This design comes from an exercise in tuning for small area on the open sky130 flow, not from production work.
In this exercise RTL edits were held to simulation tests only and were not proved equivalent to the original.
Power figures rest on the tool's default switching activity, not on a simulated workload.

## flow/design.v (module list and top-level ports; edited modules follow where they fit)
// module playfield_rotator: 1714 lines
// module rot_fa: 4 lines
// module rot_ha: 4 lines
module playfield_rotator #(
  parameter int ITER = 12,
  parameter int CW   = 11
) (
  input  logic                 clk,
  input  logic                 reset,
  input  logic [9:0]           angle,
  input  logic                 update,
  input  logic [7:0]           scale,
  output logic                 busy,
  output logic                 coef_done,
  input  logic                 pix_valid,
  input  logic signed [CW-1:0] pix_x,
  input  logic signed [CW-1:0] pix_y,
  output logic                 out_valid,
  output logic signed [CW-1:0] rx,
  output logic signed [CW-1:0] ry
);
  // ...
==> flow/run.sh <==
#!/bin/bash
# synth_recipe.tcl (not shown) runs the flow's synth.tcl, then flattens the netlist and writes it again
# the make line also repeats each setting of config.mk as NAME=value (left out here)
make -C /OpenROAD-flow-scripts/flow DESIGN_CONFIG=/design/flow/config.mk WORK_HOME=/design/flow/orfs CLKGATE_MAP_FILE= SYNTH_SCRIPT=/design/flow/synth_recipe.tcl finish
==> flow/config.mk <==
export PLATFORM = sky130hd
export DESIGN_NAME = playfield_rotator
export DESIGN_NICKNAME = playfield_rotator
export VERILOG_FILES = /design/flow/design.v
export SDC_FILE = /design/flow/constraint.sdc
export NUM_CORES = 4
export LEC_CHECK = 0
export ABC_AREA = 1
export CAP_MARGIN = 10
export CORE_MARGIN = 2
export CORE_UTILIZATION = 40
export CTS_BUF_LIST = sky130_fd_sc_hd__clkbuf_4 sky130_fd_sc_hd__clkbuf_8
export SLEW_MARGIN = 10
export SYNTH_HIERARCHICAL = 1
export SYNTH_MINIMUM_KEEP_SIZE = 0
==> flow/constraint.sdc <==
create_clock -name core_clock -period 10.0 [get_ports {clk}]
set_input_delay 2.0000 -clock core_clock [delete_from_list [all_inputs] [get_ports {clk}]]
set_output_delay 2.0000 -clock core_clock [all_outputs]
set_load 0.01 [all_outputs]
==> summary.md, run 1 <==
| Metric | Value |
|---|---|
| Htree depth | 2 |
| Starting density of the core | 0.406 |
| HP Class | flip-flop to flip-flop |
| Commonest cells post-synth | 480 x fa_1, 345 x a21oi_1, 322 x nand2_1, 284 x o22ai_1, 193 x dfxtp_1 |
| Worst path bufs/invs | 1 |
| Reg2reg start | t[2]$_SDFFE_PP0P_ |
| Max layer used | met5 |
| Multi-input logic area | 18,600 sq um |
| Setup Viol. Count Final | 0 |
| Clock Tree Buf Depth | 3 |
| Final Cycle Share | 0.912 |
| Commonest non-fill, non-tap cell in the layout | fa_1 |
| Layout fillers | approximately 6,000 |
| Grt met3 use | 0.0760 |
| Setup TNS | 0 ns |
| Main area contributors after synthesis | fa_1 39%, dfxtp_1 16%, o22ai_1 7.2%, a21oi_1 7.0%, nand2_1 4.9% |
| Port-buffer cells | 68 |
| LEAKAGE | approximately 0.0092 uW |
| Number of cells on the critical path | 30 |
| DR iter-0 viols | between 3,000 and 4,000 |
| Worst skew pair latency | 0.62 ns |
| Seq_cells | 203 |
| Register area | 4160 sq um |
| Layout Cells excl Fill | 3,548 |
| Inverters | 220 |
| Status | no timing/DRC/antenna violations |
| DR vias | ~23,000 |
| Max transition margin | 0.288 |
| VDD IR-drop max | just under 400 uV |
| Biggest regs | px_q x23, py_q x23, e x17 |
| Top cell type's share of synthesized area | 0.391 |
| Post-synthesis cell count | around 2,800 |
| # hold bufs at CTS | 0 |
| Logic pwr share | 0.697 |
| Root Driver | clkbuf_8 |
| DPL Wire Length | 68,400 microns |
| Commonest non-fill, non-tap cells in the layout | 480 x fa_1, 345 x a21oi_1, 322 x nand2_1 |
| Die X-Extent | 252 microns |
==> run 2, diff against run 1 <==
--- a/flow/config.mk
+++ b/flow/config.mk
@@ -6,10 +6,9 @@
 export NUM_CORES = 4
 export LEC_CHECK = 0
 export ABC_AREA = 1
-export CAP_MARGIN = 10
+export CAP_MARGIN = 20
 export CORE_MARGIN = 2
 export CORE_UTILIZATION = 40
-export CTS_BUF_LIST = sky130_fd_sc_hd__clkbuf_4 sky130_fd_sc_hd__clkbuf_8
-export SLEW_MARGIN = 10
+export SLEW_MARGIN = 20
 export SYNTH_HIERARCHICAL = 1
 export SYNTH_MINIMUM_KEEP_SIZE = 0
==> run 2 against run 1 <==
Largest cell class unchanged. First-iteration DRC count increased by 2.5%. Routed wire length decreased by 0.38%. Sequential share of layout area increased by 0.069 points. Sequential power about the same. Setup slack got worse by 0.039 ns. Maximum frequency decreased by 0.42%. Die area unchanged. Final area decreased by 0.44%. Largest power group unchanged. Flip-flop and latch count unchanged.
==> summary.md, run 2 <==
| Metric | Value |
|---|---|
| Status | no timing/DRC/antenna violations |
| # DRC | 0 |
| Pre-CTS setup slack | around 0.96 ns |
| Seq cells post-synth | 203 |
| Max transition margin | 0.289 (+0.00113) |
| Die X-Extent | 252 microns (unchanged) |
| Initial antenna violation count | 2 |
| Sink Count | ~200 |
| Crit path top cell by count | fa_1 |
| Netlist Area Pre-Place | 24,600 sq um |
| Synth cell types | 41 |
| Layout cells sized above 1 | 0.0567 |
| Slowest Stage Delay on Critical Path | 0.57 ns |
| DR iter-0 viols | 3,585 (+2.5%) |
| Main area contributors after synthesis | fa_1 39%, dfxtp_1 16%, o22ai_1 7.2%, a21oi_1 7.0%, nand2_1 4.9% |
| Htree depth | 1 (-1) |
| First-pass GRT wire length | around 140,000 microns |
| Actual slew at the worst max-slew pin | 1.07 ns |
| Port-buffer cells | 68 (unchanged) |
| Starting density of the core | 0.406 (unchanged) |
| CP top delay family | adder cells |
| Setup TNS | 0 ns (unchanged) |
| Die area | roughly 63,000 sq um |
| Core ar. | between 60,000 and 70,000 sq um |
| LEAKAGE | 0.00912 uW (-0.72%) |
| Number of global-route vias before repair | around 23,000 |
| Setup Skew | 0.0477 ns |
| Clock Tree Buf Depth | 3 (unchanged) |
| Worst skew pair latency | 0.58 ns (-0.04 ns) |
| Post-Syn Area per Cell | 8.83 sq um |
| Grt total ovfl | 0 |
| Yosys warns | 7 |
| VDD IR-drop max | 400 uV (+2.4%) |
| First drt pass iteration count | 10 |
| DR vias | 22,700 (+0.15%) |
| Worst path bufs/invs | 1 (unchanged) |
| Layout Nets | about 3,300 |
| DPL Wire Length | 68,400 microns (unchanged) |
| Commonest cells post-synth | 480 x fa_1, 345 x a21oi_1, 322 x nand2_1, 284 x o22ai_1, 193 x dfxtp_1 |
| EDFF count, synth | 10 |
| Reg clk slew, reported paths | around 0.060 ns |
| Final slew viol count | 0 |
| CP max-delay cell | dfxtp_1 |
| Final hold vios | 0 |
| I/O pin cnt | just under 70 |
| Max-cap violations | 0 |
| Setup Viol. Count Final | 0 (unchanged) |
| Final worst setup slack | around 0.85 ns |
| Antenna Violating Nets Remaining | 0 |
| Yosys top cell by area | fa_1 |
| Most frequent cell after synthesis | fa_1 |
| Largest net degree at the start of global routing | 58 |
| Final wirelength | approximately 93,000 microns |
| Seq/Total Area, Yosys | 0.169 |
| HP Class | flip-flop to flip-flop |
| Die H | approximately 250 microns |
| Biggest regs | px_q x23, py_q x23, e x17 |
| Root Driver | clkbuf_16 |
| Commonest non-fill, non-tap cell in the layout | fa_1 |
| Final min period | 9.15 ns |
| Global-route usage over all layers | 0.293 |
| FFs w/ async S/R, synth | 0 |
| CP Class | flip-flop to flip-flop |
| CP Capture Type | flip-flop |
| Area Growth Syn to Fin | 8.54% |
| Launching element type of the critical path | flip-flop |
| Post-CTS sizing | 0 |
| CTS tree | yes |
| Top FF cell, synth | dfxtp_1 |
| TritonCTS Buffers | 25 |
| Commonest non-fill, non-tap cells in the layout | 480 x fa_1, 345 x a21oi_1, 322 x nand2_1 |
| DR vias/cell | 6.46 |
| # hold bufs at CTS | 0 (unchanged) |
| PD cells | ~270 nW/um^2 |
| Fmax | 0.109 GHz |
| Setup bufs post-CTS | 0 |
| CP max FO | 30 |
| Post-synthesis cell count | 2,781 (unchanged) |
| Unrepaired setup endpoints after global routing | false |
| Final Cycle Share | 0.915 (+0.00386) |
| Cell row count | 90 |
| Required @ worst endpoint | 10.43 ns |
| Final GP Congestion | 0.990 |
| Top cell type's share of synthesized area | 0.391 (unchanged) |
| CP Data Arrival Time | 9.58 ns |
| Drt wl/cell | 26.3 microns |
run 2: cell counts after synthesis:
No cell type changed its count.
run 2: routing by layer:
metal / GRT usage / vias up / wire length (microns)
li1: - / 9366 / -
met1: 0.386 / 11200 / 35400
met2: 0.456 / 1719 / 41000
met3: 0.0708 / 428 / 10400
met4: 0.140 / 2 / 5830
met5: 0 / - / 9
run 2: layout make-up:
cell class / count / area [sq um]
Antenna cell: 1 / 2.50
Clock buffer: 33 / 706
Clock inverter: 11 / 103
Fill cell: 5997 / 33900
Inverter: 220 / 833
Multi-Input combinational cell: 2122 / 18600
Sequential cell: 203 / 4160
Tap cell: 782 / 978
Timing Repair Buffer: 147 / 1270
run 2: power by group:
group,internal (uW),switching (uW)
logic,2130,2880
registers,1020,169
clock network,523,389
total,3670,3440
run 2: metrics by stage:
step                      utilization  hold WS [ns]  instances  area, sq um  total power (uW)
after global routing            0.440         0.432       3518        26700              8010
after detailed placement        0.427         0.402       3474        25900              6250
after global placement          0.427         0.396       3474        25900              6200
final                           0.440         0.412       3519        26700              7100
after CTS                       0.440         0.412       3518        26700              7230
after floorplan                     -         0.388       2781        24600              4690
run 2: worst paths after layout:
check | depth (start not counted) | slack (ns) | start | to
max | 30 | 0.85 | t[2]$_SDFFE_PP0P_ | e[16]$_SDFFE_PP0P_
min reg2reg | 2 | 0.41 | v2$_DFF_P_ | out_valid$_DFF_P_
min | 2 | 0.41 | v2$_DFF_P_ | out_valid$_DFF_P_
max reg2reg | 30 | 0.85 | t[2]$_SDFFE_PP0P_ | e[16]$_SDFFE_PP0P_
run 2: worst reg2reg max path: cells and delay by family (launching register included):
kind                     cells  cell delay, ns
AND/OR/NAND/NOR             10            1.56
flip-flops                   1            0.57
buffers and inverters        1            0.05
AO/OA/AOI/OAI                2            0.37
adder cells (fa/ha/maj)     16            6.27
XOR/XNOR                     1            0.16
run 2: per-module statistics from Yosys (local to each module, per instance):
module / times used / cell area, sq um / cells inside
playfield_rotator: 1 / 14700 / 2282
rot_fa: 480 / 20.0 / 1
rot_ha: 19 / 12.5 / 1
run 2: cell families (layout without fill, tap and decap cells):
kind of cell / count (synthesis) / count (layout) / share of synthesized area
XOR/XNOR: 45 / 45 / 0.0160
adder cells (fa/ha/maj): 534 / 534 / 0.419
AO/OA/AOI/OAI: 866 / 866 / 0.207
flip-flops: 203 / 203 / 0.169
other: 0 / 1 / 0
buffers and inverters: 456 / 411 / 0.0736
AND/OR/NAND/NOR: 677 / 677 / 0.116
==> run 3, diff against run 2 <==
==> flow/flow/run.sh (new file) <==
#!/bin/bash
# The standard layout (standard.sh), with two changes:
#  - the port buffers are the smallest buffer cell (buf_1);
#  - clock tree synthesis clusters up to 30 sinks per leaf buffer and inserts no
#    dummy loads.
# standard.sh's full output goes to standard.log; ORFS keeps each step's log
# under orfs/logs.
set -e
export BUFFER_PORTS_ARGS="-buffer_cell sky130_fd_sc_hd__buf_1"
export CTS_ARGS="-sink_clustering_enable -repair_clock_nets -sink_clustering_size 30 -sink_clustering_max_diameter 100 -dont_use_dummy_load"
bash standard.sh > standard.log 2>&1
==> flow/standard.sh (new file) <==
#!/bin/bash
# synth_recipe.tcl (not shown) runs the flow's synth.tcl, then flattens the netlist and writes it again
# the make line also repeats each setting of config.mk as NAME=value (left out here)
make -C /OpenROAD-flow-scripts/flow DESIGN_CONFIG=/design/flow/config.mk WORK_HOME=/design/flow/orfs CLKGATE_MAP_FILE= SYNTH_SCRIPT=/design/flow/synth_recipe.tcl "${@:-finish}"
removed: flow/run.sh
==> run 3 against run 2 <==
Flip-flop and latch count did not move. Total power fell by 4.9%. Combinational power hardly changed. Area after synthesis is the same. Worst hold slack got worse by 0.0039 ns. Sequential share of layout area grew 0.52 points. Sequential power about the same. Final area shrank 3.2%. Via count decreased by 0.74%. Global-route usage is 0.48 points lower. Maximum frequency rose by 2.2%. Die area unchanged. Critical endpoint unchanged. Largest power group unchanged.
==> summary.md, run 3 <==
| Metric | Value |
|---|---|
| Clock Tree Buf Depth | 3 (unchanged) |
| Seq/Total Area, Yosys | 0.169 (unchanged) |
| Antenna Violating Nets Remaining | 0 (unchanged) |
| Launching element type of the critical path | flip-flop |
| Post-synthesis cell count | 2,781 (unchanged) |
| Root Driver | clkbuf_16 |
| I/O pin cnt | 69 (unchanged) |
| Reg2Reg Capture Point | e[16]$_SDFFE_PP0P_ |
| R2r worst-path depth | 30 (unchanged) |
| # DRC | 0 (unchanged) |
| TritonCTS Buffers | 15 (-40%) |
| Worst Setup SP | t[2]$_SDFFE_PP0P_ |
| Design Area, Final | 25,800 sq um (-3.2%) |
| Commonest non-fill, non-tap cells in the layout | 480 x fa_1, 345 x a21oi_1, 322 x nand2_1 |
| CP max FO | 30 (unchanged) |
| Hold path cells | 2 (unchanged) |
| Final min period | 8.96 ns (-0.199 ns) |
| Fmax | 0.112 GHz (+2.2%) |
| Post-Syn Area per Cell | 8.83 sq um (unchanged) |
| Post-CTS sizing | 0 (unchanged) |
| Met1 wire length | 35,700 microns (+0.77%) |
| DR WL met3 | 9710 microns (-6.8%) |
| DPL Wire Length | 68,100 microns (-0.41%) |
| Yosys warns | 7 (unchanged) |
| Hold EP | out_valid$_DFF_P_ |
| Max-cap violations | 0 (unchanged) |
| Pre-CTS setup slack | 1.11 ns (+0.153 ns) |
| Max layer used | met5 |
| Commonest cells post-synth | 480 x fa_1, 345 x a21oi_1, 322 x nand2_1, 284 x o22ai_1, 193 x dfxtp_1 |
| Die X-Extent | 252 microns (unchanged) |
| R2R Setup Slk | 1.04 ns (+0.20 ns) |
| Grt total ovfl | 0 (unchanged) |
| Core ar. | 60,600 sq um (unchanged) |
| CP Class | flip-flop to flip-flop |
| Initial antenna violation count | 1 (-1) |
| # hold bufs at CTS | 0 (unchanged) |
| Most frequent cell after synthesis | fa_1 |
| Crit path top cell by count | fa_1 |
| Setup bufs post-CTS | 0 (unchanged) |
| DR iter-0 viols | 3,372 (-5.9%) |
| DR vias/cell | 6.47 (+0.18%) |
| Slowest Stage Delay on Critical Path | 0.57 ns (about the same) |
| Number of global-route vias before repair | 23,000 (-1.4%) |
| HP Start | v2$_DFF_P_ |
| Reg2reg start | t[2]$_SDFFE_PP0P_ |
| Top FF cell, synth | dfxtp_1 |
| Antenna cells | 0 (-1) |
| Worst skew pair latency | 0.53 ns (-0.05 ns) |
| Starting density of the core | 0.406 (unchanged) |
| Commonest non-fill, non-tap cell in the layout | fa_1 |
| Drt wl/cell | 26.2 microns (-0.35%) |
| Layout Nets | 3,285 (-0.36%) |
| CTS tree | yes |
| Biggest regs | px_q x23, py_q x23, e x17 |
| Placed Cells | 3,471 (-0.086%) |
| First drt pass iteration count | 7 (-3) |
| LEAKAGE | 0.00872 uW (-4.4%) |
| Port-buffer cells | 68 (unchanged) |
| Setup TNS | 0 ns (unchanged) |
| Area Growth Syn to Fin | 5.06% |
| CP Data Arrival Time | 9.35 ns (-0.23 ns) |
| Setup Viol. Count Final | 0 (unchanged) |
| Status | no timing/DRC/antenna violations |
| Yosys top cell by area | fa_1 |
| Required @ worst endpoint | 10.39 ns (-0.04 ns) |
| CP max-delay cell | dfxtp_1 |
| PD cells | 262 nW/um^2 (-1.8%) |
| Main area contributors after synthesis | fa_1 39%, dfxtp_1 16%, o22ai_1 7.2%, a21oi_1 7.0%, nand2_1 4.9% |
| Sink Count | 203 (unchanged) |
| Final Cycle Share | 0.896 (-0.0199) |
| Met2 Routed Length | 40,200 microns (-2.0%) |
| Unrepaired setup endpoints after global routing | false |
| Actual slew at the worst max-slew pin | 0.940 ns (-0.126 ns) |
| FFs w/ async S/R, synth | 0 (unchanged) |
| Seq cells post-synth | 203 (unchanged) |
| Final wirelength | 91,500 microns (-1.3%) |
| VDD IR-drop max | 538 uV (+34%) |
| Global-route usage over all layers | 0.288 (-0.00483) |
| Largest net degree at the start of global routing | 58 (unchanged) |
| Max transition margin | 0.373 (+0.0839) |
| Final GP Congestion | 1.01 (+2.2%) |
| Netlist Area Pre-Place | 24,600 sq um (unchanged) |
| First-pass GRT wire length | 140,000 microns (-1.6%) |
| Final worst setup slack | 1.04 ns (+0.199 ns) |
| Layout cells sized above 1 | 0.0473 (-0.00933) |
| DR vias | 22,600 (-0.74%) |
| Synth cell types | 41 (unchanged) |
| Die area | 63,400 sq um (unchanged) |
| Final slew viol count | 0 (unchanged) |
| Post-DP Area | 25,400 sq um (-1.7%) |
| Die H | 252 microns (unchanged) |
| HP Class | flip-flop to flip-flop |
| Final hold vios | 0 (unchanged) |
| Layout Cells excl Fill | 3,487 (-0.91%) |
| Htree depth | 1 (unchanged) |
| Top cell type's share of synthesized area | 0.391 (unchanged) |
| Cell row count | 90 (unchanged) |
| EDFF count, synth | 10 (unchanged) |
| Reg clk slew, reported paths | 0.09 ns (+0.03 ns) |
| Setup Skew | 0.0485 ns (+0.000787 ns) |
| CP Capture Type | flip-flop |
[run 3: cell counts after synthesis]
No cell type changed its count.
[run 3: report_power, final]
group	total [uW]	switching (uW)	internal (uW)
Clock	582	313	268
Sequential	1180	168	1010
Combinational	4990	2920	2080
Total	6760	3400	3360
[run 3: worst max-delay path, delay by kind of cell (launching register included)]
kind / cells / cell delay, ns
AOI/OAI and AO/OA: 2 / 0.26
xor gates and xnor gates: 1 / 0.16
and+or+nand+nor: 10 / 1.53
buffers and inverters: 1 / 0.05
adders and majority gates: 16 / 6.24
DFF: 1 / 0.57
[run 3: kinds of logic after synthesis]
family	after synthesis	synth area share
flip-flops	203	0.169
buffers and inverters	456	0.0736
adder cells (fa/ha/maj)	534	0.419
AO/OA/AOI/OAI	866	0.207
AND/OR/NAND/NOR	677	0.116
XOR/XNOR	45	0.0160
[run 3: worst max-delay path by stage]
stage,cells past startpoint,slack [ns],to
6_report,30,1.04,e[16]$_SDFFE_PP0P_
5_1_grt,30,0.66,cy[15]$_SDFF_PP0_
4_1_cts,30,1.06,e[16]$_SDFFE_PP0P_
3_5_place_dp,30,1.11,e[16]$_SDFFE_PP0P_
3_3_place_gp,30,1.17,e[16]$_SDFFE_PP0P_
2_1_floorplan,32,1.52,e[16]$_SDFFE_PP0P_
[run 3: cell type report]
type / count / area [sq um]
Clock buffer: 15 / 375
Fill cell: 5978 / 34800
Inverter: 220 / 833
Multi-Input combinational cell: 2122 / 18600
Sequential cell: 203 / 4160
Tap cell: 782 / 978
Timing Repair Buffer: 145 / 855
[run 3: through the flow]
stage,utilization,power [uW],hold slack (ns)
after floorplan,-,4690,0.388
after global placement,0.419,6200,0.397
after detailed placement,0.419,6210,0.402
after CTS,0.426,6880,0.412
after global routing,0.426,7580,0.425
final,0.426,6760,0.408
[run 3: routing by layer]
layer | up-vias | GRT usage
met5 | - | 0
met4 | 2 | 0.144
met1 | 11200 | 0.383
met2 | 1648 | 0.444
met3 | 430 | 0.0669
li1 | 9317 | -
[run 3: modules after synthesis (local to each module, per instance)]
module	flip-flops and latches	times used	cell area [sq um]
playfield_rotator	203	1	14700
rot_fa	0	480	20.0
rot_ha	0	19	12.5
==> run 4, diff against run 3 <==
==> flow/flow/run.sh (replaced) <==
#!/bin/bash
# The standard layout (standard.sh), with these changes:
#  - the port buffers are the smallest buffer cell (buf_1);
#  - clock tree synthesis clusters up to 30 sinks per leaf buffer and inserts no
#    dummy loads.
# standard.sh's full output goes to standard.log; ORFS keeps each step's log
# under orfs/logs.
set -e
export BUFFER_PORTS_ARGS="-buffer_cell sky130_fd_sc_hd__buf_1"
export REMOVE_ABC_BUFFERS=1
export CTS_ARGS="-sink_clustering_enable -repair_clock_nets -sink_clustering_size 30 -sink_clustering_max_diameter 100 -dont_use_dummy_load"
bash standard.sh > standard.log 2>&1
--- a/flow/config.mk
+++ b/flow/config.mk
@@ -9,6 +9,7 @@
 export CAP_MARGIN = 20
 export CORE_MARGIN = 2
 export CORE_UTILIZATION = 40
+export GPL_TIMING_DRIVEN = 0
 export SLEW_MARGIN = 20
 export SYNTH_HIERARCHICAL = 1
 export SYNTH_MINIMUM_KEEP_SIZE = 0
==> run 4 against run 3 <==
Largest cell class unchanged. Still clean. Worst hold slack better by 0.0060 ns. Setup slack worse by 0.75 ns. First-iteration DRC count down 2.5%. Sequential power about the same. Critical path depth down 3. Largest power group unchanged.
==> summary.md, run 4 <==
| Metric | Value |
|---|---|
| Crit path top cell by count | fa_1 |
| Synth cell types | 41 (unchanged) |
| Logic pwr share | 0.736 (-0.003) |
| HP Class | flip-flop to flip-flop |
| Status | no timing/DRC/antenna violations |
| Top cell type's share of synthesized area | 0.391 (unchanged) |
| Commonest cells post-synth | 480 x fa_1, 345 x a21oi_1, 322 x nand2_1, 284 x o22ai_1, 193 x dfxtp_1 |
| Htree depth | 1 (unchanged) |
| Worst skew pair latency | 0.52 ns (about the same) |
| Die area | 63,400 sq um (unchanged) |
| Final Cycle Share | 0.970 (+0.0749) |
| Post-synthesis cell count | 2,781 (unchanged) |
| Final hold vios | 0 (unchanged) |
| Grt total ovfl | 0 (unchanged) |
| Core ar. | 60,600 sq um (unchanged) |
| Hold slack | 0.414 ns (+0.00600 ns) |
| Post-CTS sizing | 1 (+1) |
| Commonest non-fill, non-tap cell in the layout | fa_1 |
| EDFF count, synth | 10 (unchanged) |
| Die X-Extent | 252 microns (unchanged) |
| Final wirelength | 86,000 microns (-6.0%) |
| Unrepaired setup endpoints after global routing | false |
| Max transition margin | 0.198 (-0.175) |
| Seq pwr share | 0.182 (+0.007) |
| CP Class | flip-flop to flip-flop |
| Layout fillers | 6,011 (+0.55%) |
| Slowest Stage Delay on Critical Path | 0.70 ns (+0.13 ns) |
| Die H | 252 microns (unchanged) |
| Number of global-route vias before repair | 22,900 (-0.48%) |
| Setup bufs post-CTS | 0 (unchanged) |
| Required @ worst endpoint | 10.35 ns (-0.04 ns) |
| First drt pass iteration count | 10 (+3) |
| Main area contributors after synthesis | fa_1 39%, dfxtp_1 16%, o22ai_1 7.2%, a21oi_1 7.0%, nand2_1 4.9% |
| CP Data Arrival Time | 10.06 ns (+0.71 ns) |
| Pint | 3280 uW (-2.4%) |
| Setup Viol. Count Final | 0 (unchanged) |
| Antenna Violating Nets Remaining | 0 (unchanged) |
| DR vias/cell | 6.50 (+0.53%) |
| Max-cap violations | 0 (unchanged) |
| I/O pin cnt | 69 (unchanged) |
| VDD IR-drop max | 346 uV (-36%) |
| Post-Syn Area per Cell | 8.83 sq um (unchanged) |
| Initial antenna violation count | 1 (unchanged) |
| Sink Count | 203 (unchanged) |
| Final GP Congestion | 0.966 (-4.4%) |
| DR iter-0 viols | 3,288 (-2.5%) |
| Layout Nets | 3,219 (-2.0%) |
| # hold bufs at CTS | 0 (unchanged) |
| Setup Skew | 0.0471 ns (-0.00140 ns) |
| Reg clk slew, reported paths | 0.12 ns (+0.03 ns) |
| Switch share | 0.497 (-0.00557) |
| Layout cells sized above 1 | 0.0337 (-0.0136) |
| Launching element type of the critical path | flip-flop |
| CP max FO | 41 (+37%) |
| Port-buffer cells | 68 (unchanged) |
| Clock Tree Buf Depth | 3 (unchanged) |
| Final slew viol count | 0 (unchanged) |
| LEAKAGE | 0.00844 uW (-3.2%) |
| Cell row count | 90 (unchanged) |
| DPL Wire Length | 61,600 microns (-9.6%) |
| Seq/Total Area, Yosys | 0.169 (unchanged) |
| CP max-delay cell | nand2_2 |
| CP Capture Type | flip-flop |
| First-pass GRT wire length | 135,000 microns (-4.2%) |
| Area Growth Syn to Fin | 3.78% |
| Actual slew at the worst max-slew pin | 1.20 ns (+0.259 ns) |
| Biggest regs | px_q x23, py_q x23, e x17 |
| Final min period | 9.70 ns (+0.749 ns) |
| Clock power share | 0.082 (-0.004) |
| Seq cells post-synth | 203 (unchanged) |
| Yosys top cell by area | fa_1 |
| Drt wl/cell | 25.2 microns (-4.2%) |
| PD cells | 256 nW/um^2 (-2.3%) |
| Global-route usage over all layers | 0.272 (-0.0165) |
| Core Util, Final | 0.421 (-0.00520) |
| Largest net degree at the start of global routing | 47 (-19%) |
| TritonCTS Buffers | 13 (-2) |
| Root Driver | clkbuf_16 |
| CTS tree | yes |
| FFs w/ async S/R, synth | 0 (unchanged) |
| Most frequent cell after synthesis | fa_1 |
| Fmax | 0.103 GHz (-7.7%) |
| Antenna cells | 0 (unchanged) |
| DR vias | 22,200 (-1.4%) |
| Netlist Area Pre-Place | 24,600 sq um (unchanged) |
| Commonest non-fill, non-tap cells in the layout | 480 x fa_1, 344 x a21oi_1, 311 x nand2_1 |
| Starting density of the core | 0.406 (unchanged) |
| Yosys warns | 7 (unchanged) |
| Net Sw Power | 3240 uW (-4.6%) |
| # DRC | 0 (unchanged) |
| Top FF cell, synth | dfxtp_1 |
run 4: cell counts after synthesis:
No cell type changed its count.
run 4: path summary, 6_finish.rpt:
path	from	end	slack [ns]	depth (start not counted)
setup / recovery	t[2]$_SDFFE_PP0P_	e[15]$_SDFFE_PP0P_	0.30	27
hold / removal	v1$_DFF_P_	v2$_DFF_P_	0.41	2
hold reg to reg	v1$_DFF_P_	v2$_DFF_P_	0.41	2
setup reg to reg	t[2]$_SDFFE_PP0P_	e[15]$_SDFFE_PP0P_	0.30	27
run 4: Yosys stat by module, one instance, submodules excluded:
module	cell area [sq um]	copies in the design	flip-flops and latches	cells
playfield_rotator	14700	1	203	2282
rot_fa	20.0	480	0	1
rot_ha	12.5	19	0	1
run 4: power groups by stage:
stage,clock network (uW),registers (uW),logic (uW)
after detailed placement,0,1210,4830
final,536,1180,4800
after global placement,0,1200,4690
after CTS,553,1190,4860
after global routing,578,1210,5530
after floorplan,0,1170,3490
run 4: final cells by class:
type                       count  area [sq um]  area share
sequential                   203          4170       0.163
tap                          782           978      0.0384
multi-input combinational   2122         18700       0.733
clock buffer                  13           325      0.0128
inverter                     220           833      0.0327
timing repair buffer          81           495      0.0194
run 4: logic make-up (layout without fill, tap and decap cells):
logic type,Yosys count,count (layout),synth area share
buffers and inverters,456,314,0.0736
and+or+nand+nor,677,677,0.116
adders and majority gates,534,534,0.419
xor gates and xnor gates,45,45,0.0160
AOI/OAI and AO/OA,866,866,0.207
DFF,203,203,0.169
run 4: worst max-delay path: cells and delay by family (launching register included):
family	cells	cell delay [ns]
compound gates	2	0.43
flops	1	0.62
buf+inv	1	0.32
simple gates	8	1.72
fa+ha+maj	16	6.41
run 4: through the flow:
stage	setup slack [ns]	setup TNS [ns]	instances	instance area (sq um)	power, uW
4_1_cts	0.311	0	3420	25500	6600
3_5_place_dp	0.0449	0	3407	25200	6040
5_1_grt	0.0135	0	3421	25500	7320
6_report	0.295	0	3421	25500	6520
2_1_floorplan	1.19	0	2545	23600	4650
3_3_place_gp	-0.0829	-0.154	3395	24800	5900
run 4: routing by layer:
| layer | routed length (microns) | part of all wire | vias up | GRT usage |
|---|---|---|---|---|
| met2 | 37100 | 0.43 | 1698 | 0.403 |
| met5 | 0 | 0 | - | 0 |
| li1 | - | - | 9181 | - |
| met3 | 9910 | 0.12 | 382 | 0.0659 |
| met1 | 34600 | 0.40 | 11000 | 0.379 |
| met4 | 4420 | 0.051 | 0 | 0.118 |

-- afterwards: timing with drivers on the ports --
In the flow no input, the clock included, has a driving cell. The finished layouts below were timed again as built, in two steps.
Step 1 sets driving cells, clkbuf_16 on the clock port and buf_2 on the other inputs (assumed; they add their load-dependent delay and slew).
Step 2 times the ports against the registers' clock, not the clock port: input delays grow and output delays shrink by t, the midpoint of the rising clock arrivals with the driver on.
a / b / c = no drivers / after step 1 / after step 2; a / b = the first two.
run	t (ns)	slack for setup (ns)	clock arrival spread, ns
run 1	0.657	0.884 / 0.884 / 0.884	0.041 / 0.041
run 2	0.614	0.845 / 0.845 / 0.845	0.049 / 0.050
run 3	0.561	1.044 / 1.044 / 1.044	0.049 / 0.049
run 4	0.558	0.295 / 0.295 / 0.295	0.048 / 0.049
After both steps setup and hold are still met in every run listed.
